Context: an optimization exercise on an open-source flow, tuned for small area. The choices shown serve that exercise and are no tape-out recipe.
Only simulation tests tie the RTL to the original design; equivalence was not proved.
Power and IR drop assume default switching activity.

### config.mk
export PLATFORM = sky130hd
export DESIGN_NAME = measure_core
export DESIGN_NICKNAME = measure_core
export VERILOG_FILES = /design/flow/design.v
export SDC_FILE = /design/flow/constraint.sdc
export NUM_CORES = 4
export LEC_CHECK = 0
export CAP_MARGIN = 0
export CORE_MARGIN = 2
export CORE_UTILIZATION = 65
export SLEW_MARGIN = 0
### constraint.sdc
create_clock -name core_clock -period 5.0 [get_ports {gmii_tx_clk}]
set_input_delay 1.0000 -clock core_clock [delete_from_list [all_inputs] [get_ports {gmii_tx_clk}]]
set_output_delay 1.0000 -clock core_clock [all_outputs]
set_load 0.01 [all_outputs]
### design.v
`timescale 1ns/100ps
`default_nettype none
module measure_core (
  input  wire logic        gmii_tx_clk,
  input  wire logic        sys_rst,
  input  wire logic        sec_oneshot,
  input  wire logic [31:0] global_counter,
  input  wire logic [9:0]  rx_in,            
  output logic      [7:0]  gmii_txd,
  output logic             gmii_tx_en,
  output logic      [31:0] rx_pps,
  output logic      [31:0] rx_throughput,
  output logic      [31:0] rx_latency
);
  localparam logic [47:0] OWN_MAC  = 48'h003776_000101;
  localparam logic [31:0] OWN_IPV4 = {8'd10, 8'd0, 8'd21, 8'd105};
  wire       rx_valid  = rx_in[9];
  wire       rx_infr   = rx_in[8];
  wire [7:0] rx_data   = rx_in[7:0];
  wire       beat_byte = rx_valid & rx_infr;
  wire       beat_end  = rx_valid & ~rx_infr;
  logic [15:0] byte_cnt;
  logic        rx_closed;
  logic        stat_done;
  logic        arp_ok;      
  logic        magic_ok;    
  logic [47:0] rx_src_mac;
  logic [31:0] rx_ip;       
  wire       cnt_live = beat_byte & ~rx_closed;
  wire       decide   = cnt_live && (byte_cnt == 16'd51);
  logic      ok_first;    
  logic      ok_byte;     
  logic [7:0] ok_exp;
  always_comb begin
    ok_first = 1'b0;
    ok_byte  = 1'b1;
    ok_exp   = 8'h00;
    case (byte_cnt)
      16'd12: begin ok_first = 1'b1; ok_exp = 8'h08; end
      16'd13: ok_exp = 8'h06;
      16'd20: ok_exp = 8'h00;
      16'd21: ok_exp = 8'h01;
      16'd38: ok_exp = OWN_IPV4[31:24];
      16'd39: ok_exp = OWN_IPV4[23:16];
      16'd40: ok_exp = OWN_IPV4[15:8];
      16'd41: ok_exp = OWN_IPV4[7:0];
      default: ok_byte = 1'b0;
    endcase
  end
  logic      mg_byte;
  logic [7:0] mg_exp;
  always_comb begin
    mg_byte = 1'b1;
    mg_exp  = 8'h00;
    case (byte_cnt)
      16'd42: mg_exp = 8'hcc;
      16'd43: mg_exp = 8'h55;
      16'd44: mg_exp = 8'haa;
      16'd45: mg_exp = 8'h33;
      16'd46: mg_exp = 8'h0f;
      default: mg_byte = 1'b0;
    endcase
  end
  wire in_mac   = (byte_cnt >= 16'd6)  && (byte_cnt < 16'd12);
  wire in_ip    = (byte_cnt >= 16'd28) && (byte_cnt < 16'd32);
  wire in_stamp = (byte_cnt >= 16'd47) && (byte_cnt < 16'd51);
  always_ff @(posedge gmii_tx_clk) begin
    if (cnt_live) begin
      if (ok_byte) arp_ok <= (ok_first | arp_ok) & (rx_data == ok_exp);
      if (mg_byte) magic_ok <= ((byte_cnt == 16'd42) | magic_ok) & (rx_data == mg_exp);
      if (in_mac) rx_src_mac <= {rx_src_mac[39:0], rx_data};
      if (in_ip || (in_stamp && magic_ok)) rx_ip <= {rx_ip[23:0], rx_data};
    end
  end
  always_ff @(posedge gmii_tx_clk) begin
    if (beat_end) begin
    end else if (beat_byte) begin
      byte_cnt <= rx_closed ? 16'd1 : byte_cnt + 16'd1;
    end
  end
  always_ff @(posedge gmii_tx_clk) begin
    if (sys_rst) begin
      rx_closed <= 1'b1;
      stat_done <= 1'b0;
    end else begin
      stat_done <= beat_end && !rx_closed && (byte_cnt != 16'd0);
      if (beat_end)       rx_closed <= 1'b1;
      else if (beat_byte) rx_closed <= 1'b0;
    end
  end
  logic [31:0] lat_diff;
  always_comb begin
    logic [31:0] p, g, pg, gg;
    p  = global_counter ^ ~rx_ip;
    g  = global_counter & ~rx_ip;
    gg = g;
    pg = p;
    gg[0] = g[0] | p[0];             
    for (int d = 1; d < 32; d = d * 2)            
      for (int i = 2 * d - 1; i < 32; i += 2 * d) begin
        gg[i] = gg[i] | (pg[i] & gg[i - d]);
        pg[i] = pg[i] & pg[i - d];
      end
    for (int d = 8; d >= 1; d = d / 2)            
      for (int i = 3 * d - 1; i < 32; i += 2 * d) begin
        gg[i] = gg[i] | (pg[i] & gg[i - d]);
        pg[i] = pg[i] & pg[i - d];
      end
    lat_diff = p ^ {gg[30:0], 1'b1};
  end
  always_ff @(posedge gmii_tx_clk) begin
    if (sys_rst) begin
      rx_latency <= '0;
    end else if (decide && magic_ok) begin
      rx_latency <= lat_diff;
    end
  end
  logic [31:0] pkt_acc;
  logic [31:0] byte_acc;
  always_ff @(posedge gmii_tx_clk) begin
    if (sys_rst || sec_oneshot) begin
      rx_pps        <= pkt_acc;
      rx_throughput <= byte_acc;
    end
  end
  always_ff @(posedge gmii_tx_clk) begin
    if (sys_rst || sec_oneshot) begin
      pkt_acc  <= '0;
      byte_acc <= '0;
    end else begin
      pkt_acc  <= pkt_acc + {31'h0, stat_done};
      byte_acc <= byte_acc + {16'h0, byte_cnt & {16{stat_done}}};
    end
  end
  logic        req_valid;
  logic [1:0]  q_count;
  logic [79:0] q_tail;
  logic [79:0] q_head;
  logic        pop;
  wire take = decide && arp_ok && !magic_ok && !q_count[1];
  always_ff @(posedge gmii_tx_clk) begin
    if (take) q_tail <= {rx_src_mac, rx_ip};
    if (pop || q_count == 2'd0) q_head <= q_tail;
  end
  always_ff @(posedge gmii_tx_clk) begin
    if (sys_rst) begin
      req_valid <= 1'b0;
      q_count   <= 2'd0;
    end else begin
      req_valid <= take;
      case ({req_valid, pop})
        2'b10:   q_count <= q_count + 2'd1;
        2'b01:   q_count <= q_count - 2'd1;
        default: q_count <= q_count;
      endcase
    end
  end
  logic [6:0]  tx_cnt;
  logic [47:0] dst_mac;
  logic [31:0] dst_ip;
  logic [31:0] crc_q;
  logic [7:0]  tx_byte;
  assign pop = ~gmii_tx_en & (q_count != 2'd0);
  function automatic logic [7:0] mac_byte(input logic [47:0] m, input logic [2:0] i);
    case (i)
      3'd0:    mac_byte = m[47:40];
      3'd1:    mac_byte = m[39:32];
      3'd2:    mac_byte = m[31:24];
      3'd3:    mac_byte = m[23:16];
      3'd4:    mac_byte = m[15:8];
      default: mac_byte = m[7:0];
    endcase
  endfunction
  always_comb begin
    case (tx_cnt)
      7'd7:  tx_byte = 8'hd5;
      7'd8, 7'd9, 7'd10, 7'd11, 7'd12, 7'd13:
             tx_byte = mac_byte(dst_mac, tx_cnt[2:0]);
      7'd14, 7'd30: tx_byte = OWN_MAC[47:40];
      7'd15, 7'd31: tx_byte = OWN_MAC[39:32];
      7'd16, 7'd32: tx_byte = OWN_MAC[31:24];
      7'd17, 7'd33: tx_byte = OWN_MAC[23:16];
      7'd18, 7'd34: tx_byte = OWN_MAC[15:8];
      7'd19, 7'd35: tx_byte = OWN_MAC[7:0];
      7'd20: tx_byte = 8'h08;
      7'd21: tx_byte = 8'h06;
      7'd22: tx_byte = 8'h00;
      7'd23: tx_byte = 8'h01;
      7'd24: tx_byte = 8'h08;
      7'd25: tx_byte = 8'h00;
      7'd26: tx_byte = 8'h06;
      7'd27: tx_byte = 8'h04;
      7'd28: tx_byte = 8'h00;
      7'd29: tx_byte = 8'h02;
      7'd36: tx_byte = OWN_IPV4[31:24];
      7'd37: tx_byte = OWN_IPV4[23:16];
      7'd38: tx_byte = OWN_IPV4[15:8];
      7'd39: tx_byte = OWN_IPV4[7:0];
      7'd40, 7'd41, 7'd42, 7'd43, 7'd44, 7'd45:
             tx_byte = mac_byte(dst_mac, tx_cnt[2:0]);
      7'd46: tx_byte = dst_ip[31:24];
      7'd47: tx_byte = dst_ip[23:16];
      7'd48: tx_byte = dst_ip[15:8];
      7'd49: tx_byte = dst_ip[7:0];
      7'd68, 7'd69, 7'd70, 7'd71: tx_byte = ~crc_q[7:0];
      default: tx_byte = (tx_cnt < 7'd7) ? 8'h55 : 8'h00;
    endcase
  end
  assign gmii_txd = gmii_tx_en ? tx_byte : 8'h00;
  function automatic logic [31:0] crc_byte(input logic [31:0] c, input logic [7:0] d);
    logic [31:0] r;
    logic        fb;
    r = c;
    for (int i = 0; i < 8; i++) begin
      fb = r[0] ^ d[i];
      r  = r >> 1;
      if (fb) r = r ^ 32'hedb88320;
    end
    crc_byte = r;
  endfunction
  wire       tx_fcs  = (tx_cnt >= 7'd68);
  wire [7:0] crc_din = tx_fcs ? crc_q[7:0] : tx_byte;
  always_ff @(posedge gmii_tx_clk) begin
    if (!gmii_tx_en || tx_cnt < 7'd8) crc_q <= 32'hffffffff;
    else                              crc_q <= crc_byte(crc_q, crc_din);
  end
  always_ff @(posedge gmii_tx_clk) begin
    if (sys_rst) begin
      gmii_tx_en <= 1'b0;
      tx_cnt     <= '0;
    end else if (pop) begin
      gmii_tx_en <= 1'b1;
      tx_cnt     <= '0;
    end else if (gmii_tx_en) begin
      if (tx_cnt == 7'd71) gmii_tx_en <= 1'b0;
      else                 tx_cnt <= tx_cnt + 7'd1;
    end
  end
  always_ff @(posedge gmii_tx_clk) begin
    if (pop) {dst_mac, dst_ip} <= q_head;
  end
endmodule
`default_nettype wire
### flow/run.sh
#!/bin/bash
# Standard layout with three changes:
#  - synthesis maps logic with an area-oriented ABC script (flow/area.abc)
#    after mapping the latency subtractor as written (flow/cone.abc),
#    through the standard flow's own synthesis script with ABC's call redirected;
#  - ports get the smallest buffer (buf_1);
#  - the clock tree uses clkbuf_8 without dummy loads.
set -e
W=$PWD
export AREA_ABC_SCRIPT=$W/flow/area.abc
export CONE_ABC_SCRIPT=$W/flow/cone.abc
{ head -1 synth_recipe.tcl; echo "source $W/flow/abc_area.tcl"; tail -n +2 synth_recipe.tcl; } > $W/area_synth.tcl
sed "s#SYNTH_SCRIPT=[^ ]*#SYNTH_SCRIPT=$W/area_synth.tcl#" standard.sh > $W/area_standard.sh
grep -q "SYNTH_SCRIPT=$W/area_synth.tcl" $W/area_standard.sh
export BUFFER_PORTS_ARGS="-buffer_cell sky130_fd_sc_hd__buf_1"
export CTS_ARGS="-sink_clustering_enable -repair_clock_nets -dont_use_dummy_load -buf_list sky130_fd_sc_hd__clkbuf_8 -sink_clustering_size 22 -sink_clustering_max_diameter 60"
bash $W/area_standard.sh > standard.log 2>&1
### flow/abc_area.tcl
# Replaces ABC's call in the standard flow's synthesis script. Flip-flops are mapped
# before ABC runs, so the registers are those of the standard synthesis.
# The logic fed by global_counter (the latency subtractor, written as a
# Brent-Kung adder in the RTL) is mapped first without restructuring, so
# it keeps its log-depth carries; the rest is mapped for area.
proc abc {args} {
  set i [lsearch $args -script]
  set cone [lreplace $args $i [expr {$i + 1}] -script $::env(CONE_ABC_SCRIPT)]
  yosys abc {*}$cone w:global_counter %co*
  set rest [lreplace $args $i [expr {$i + 1}] -script $::env(AREA_ABC_SCRIPT)]
  yosys abc {*}$rest
}
### flow/area.abc
strash
ifraig
scorr
dc2
dc2
strash
&get -n
&st
&dch -f
&nf -E 100
&put
### flow/cone.abc
strash
map
### standard.sh
#!/bin/bash
# synth_recipe.tcl (not shown) runs the flow's synth.tcl, then flattens the netlist and writes it again
# the make line also repeats each setting of config.mk as NAME=value (left out here)
make -C /OpenROAD-flow-scripts/flow DESIGN_CONFIG=/design/flow/config.mk WORK_HOME=/design/flow/orfs CLKGATE_MAP_FILE= SYNTH_SCRIPT=/design/flow/synth_recipe.tcl "${@:-finish}"
==> impl_metrics.yaml <==
outcome:
  status: "complete, no violations"
grt:
  track_usage_pct: 23.9
  gr-total-overflow: 0
  grt_max_degree: 92
  grt_pass1_vias: 12200
  antenna_found_initial: 4
  grt_pass1_wl_um: 63100
synth:
  synth_ff_type: "edfxtp_1"
  synth_area_um2: 21100
  avgSynthCellArea_um2: 13.6
  synthMuxAreaShare_pct: 0.0473
  synthAdderAreaFrac_pct: 4.98
  syn_nets: 1670
  syn_inst: 1551
  synthArstFlopShare_pct: 0
  synth_seq_cells: 543
  yosys.area_share.simple_pct: 11.2
  ys_types: 55
  synth-edff-count: 402
  yosysTopAreaCell: "edfxtp_1"
  synth_top_area_share_pct: 57.1
  synth_xor_area_share_pct: 2.69
  synth_top_family_by_area: "simple AND/OR/NAND/NOR gates"
  ys_warn_count: 1
  ys_seq_area_share_pct: 70.5
  synth_area_leaders: "edfxtp_1 (57%), dfxtp_1 (13%), ha_1 (3.4%)"
  synth_compound_area_share_pct: 9.10
layout:
  final_common_cell: "edfxtp_1"
  post-route-util_pct: 72.2
  final_cell_mix: "edfxtp_1 (402), buf_1 (148), dfxtp_1 (141), a21oi_1 (135), nand2_1 (115)"
  stdcell_count: 2232
  fin_nets: 1908
  final_layout_size_suffix_gt1_share_pct: 8.56
  n_fill_cell: 2205
  areaGrowthSynthToFinish_pct: 10.2
sta:
  fin_crit_sh_pct: 95.9
  relSlewSlack_pct: 25.9
  report.final.slew_viol_count: 0
  whs_ps: 409
  setup_viol: 0
  skew_ps: 73.8
  tns_ps: 0
  fin_crit_ps: 4790
  fmax_mhz: 209
  worstMarginPinSlew_ps: 1110
  final-hold-violation-count: 0
placement:
  dpl.hpwl_um: 27800
  port_buffers: 149
  globalplace.congestion: 0.882
  dp.cells: 2189
critical_path:
  path_class: "reg -> out"
  worstPathArrival_ps: 3790
  worst_ep_required_time_ps: 4000
  cp-start-kind: "flop"
  worstPathMaxFanout: 8
  worstSetupEndpointType: "output pin"
floorplan:
  placeableCoreArea_um2: 32300
  die_w_um: 184
  rows: 66
  dieArea_um2: 34000
  initial_core_util_pct: 65.5
  die_y_um: 184
  num_io_pins: 150
clock_tree:
  numClockSinks: 543
  hold_buffers: 0
  root_buffer: "clkbuf_8"
  insertion_delay_ps: 600
  htree_levels: 2
  cts_made_buffers: 36
  clkTransAtPathRegs_ps: 120
  cts_buffer_depth: 3
  cts_tree: "built"
drt:
  post_drt_via_cell_ratio: 5.69
  first_pass_iters: 5
  drc: 0
  wl_per_cell_um: 18.0
  vias: 12700
  ant_nets: 0
  drtIter0Drc: 850
  wl_um: 40200
power_and_ir_drop:
  irDropWorstVdd_mv: 0.269
  finalPower_mw: 7.38
  p_leak_nw: 8.03
  power_density_nw_per_um2: 317
min_path:
  hp-class: "reg -> reg"
job:
  cap_violations: 0
-- cell families after synthesis --
kind of cell    after synthesis
buf+inv                      85
flops                       543
compound gates              317
fa+ha+maj                    74
xor+xnor                     65
simple gates                466
mux                           1
-- cells in the mapped netlist, types with 2 or more instances --
library cell	number
nor2b_1	12
nand4_1	16
a21o_2	3
o211ai_1	2
edfxtp_1	402
a21boi_0	7
or3_1	3
dfxtp_1	141
nand2b_1	7
or2_0	2
o21a_1	17
xor2_1	23
o21bai_1	2
nand3_1	12
a31oi_1	19
fa_1	17
nor2_1	76
o2111ai_1	6
and2_2	14
o21ai_0	64
a2111oi_0	5
a21o_1	4
nor3b_1	2
or2_2	17
clkinv_1	85
and2_0	30
o22ai_1	7
nor4_1	6
nor3_1	82
xnor2_1	42
a41oi_1	2
nor4b_1	3
ha_1	57
a21oi_1	138
a222oi_1	15
nand4b_1	2
a211oi_1	8
a41o_1	2
and4_1	7
a22oi_1	5
nand2_1	116
and3_1	57
o221ai_1	2
-- through the flow --
| stage | cell area [µm²] | setup slack, ps |
|---|---|---|
| after CTS | 23200 | 4.23 |
| after global routing | 23300 | -19.4 |
| after global placement | 22600 | -90.4 |
| after floorplan | 21200 | 142 |
| final | 23300 | 205 |
| after detailed placement | 22600 | -407 |
-- repair_timing --
action / in CTS / in global routing
gates resized for setup: 10 / 33
endpoints found under the hold margin: 0 / 0
setup buffers: 2 / 2
pin swaps: 3 / 13
setup endpoints to repair: 4 / 7
-- layout make-up --
| type | instances | area [µm²] | area share (%) |
|---|---|---|---|
| multi-input combinational | 923 | 6080 | 26.1 |
| clock buffer | 36 | 495 | 2.13 |
| antenna | 3 | 7.51 | 0.0322 |
| tap | 442 | 553 | 2.37 |
| inverter | 85 | 322 | 1.38 |
| sequential | 543 | 14900 | 63.9 |
| timing repair buffer | 200 | 943 | 4.05 |
-- flip-flops by register name, summed over array words and instances, names as in the netlist, 2 cells and up --
signal,flops
byte_acc,32
byte_cnt,16
crc_q,32
dst_ip,32
dst_mac,48
pkt_acc,32
q_count,2
q_head,80
q_tail,80
rx_ip,32
rx_latency,32
rx_pps,32
rx_src_mac,48
rx_throughput,32
tx_cnt,7
-- layer usage --
layer / up-vias / share of wire, % / wire [µm] / track usage [%]
li1: 6229 / - / - / -
met1: 6095 / 44 / 17500 / 32.7
met2: 324 / 47 / 18800 / 38.1
met3: 59 / 7.0 / 2810 / 6.16
met4: 2 / 2.6 / 1040 / 7.26
met5: - / 0.032 / 13 / 0
-- where the power goes --
part           switching [mW]  leakage (nW)  internal (mW)  total (mW)
sequential             0.0577          5.03           4.96        5.02
combinational           0.343          2.73          0.145       0.488
clock                    1.23         0.259          0.652        1.88
-- critical path: stages, from the launching register on --
cell,delay (ps)
dfxtp_1,430
clkinv_1,170
ha_1,340
nor2b_2,280
buf_4,180
a222oi_1,380
nand4_1,260
a2111oi_0,690
a21oi_2,170
and2_0,190
buf_1,120
-- worst paths after layout --
path	from	end	slack, ps	cells after the start
worst max register to register	stat_done	byte_acc[31]	250	26
worst max-delay path	tx_cnt[1]	gmii_txd[2]	210	10
worst min-delay path	q_tail[33]	q_head[33]	410	0
worst min register to register	q_tail[33]	q_head[33]	410	0

-- afterwards: timing with drivers on the ports --
Ports are ideal in the flow. The routed layout listed here was re-timed in OpenROAD.
Step 1: set_driving_cell puts a clkbuf_16 on gmii_tx_clk and a buf_2 on each other input, an assumption about the parent block.
Step 2 times the ports against the registers' clock, not the clock port: input delays grow and output delays shrink by t, the midpoint of the rising clock arrivals with the driver on.
a / b / c = ideal / step 1 / step 2; a / b = the first two.
t (ns): 0.611
setup WS [ns]: 0.205 / 0.154 / 0.249
worst setup path after step 2: register to register
latest minus earliest clock arrival (ns): 0.077 / 0.077
slew at the worst register clock pin (ns): 0.12 / 0.12
After both steps this run still meets setup and hold. For this run, drivers alone change the setup slack by -0.051 ns; drivers and shift together by +0.044 ns.
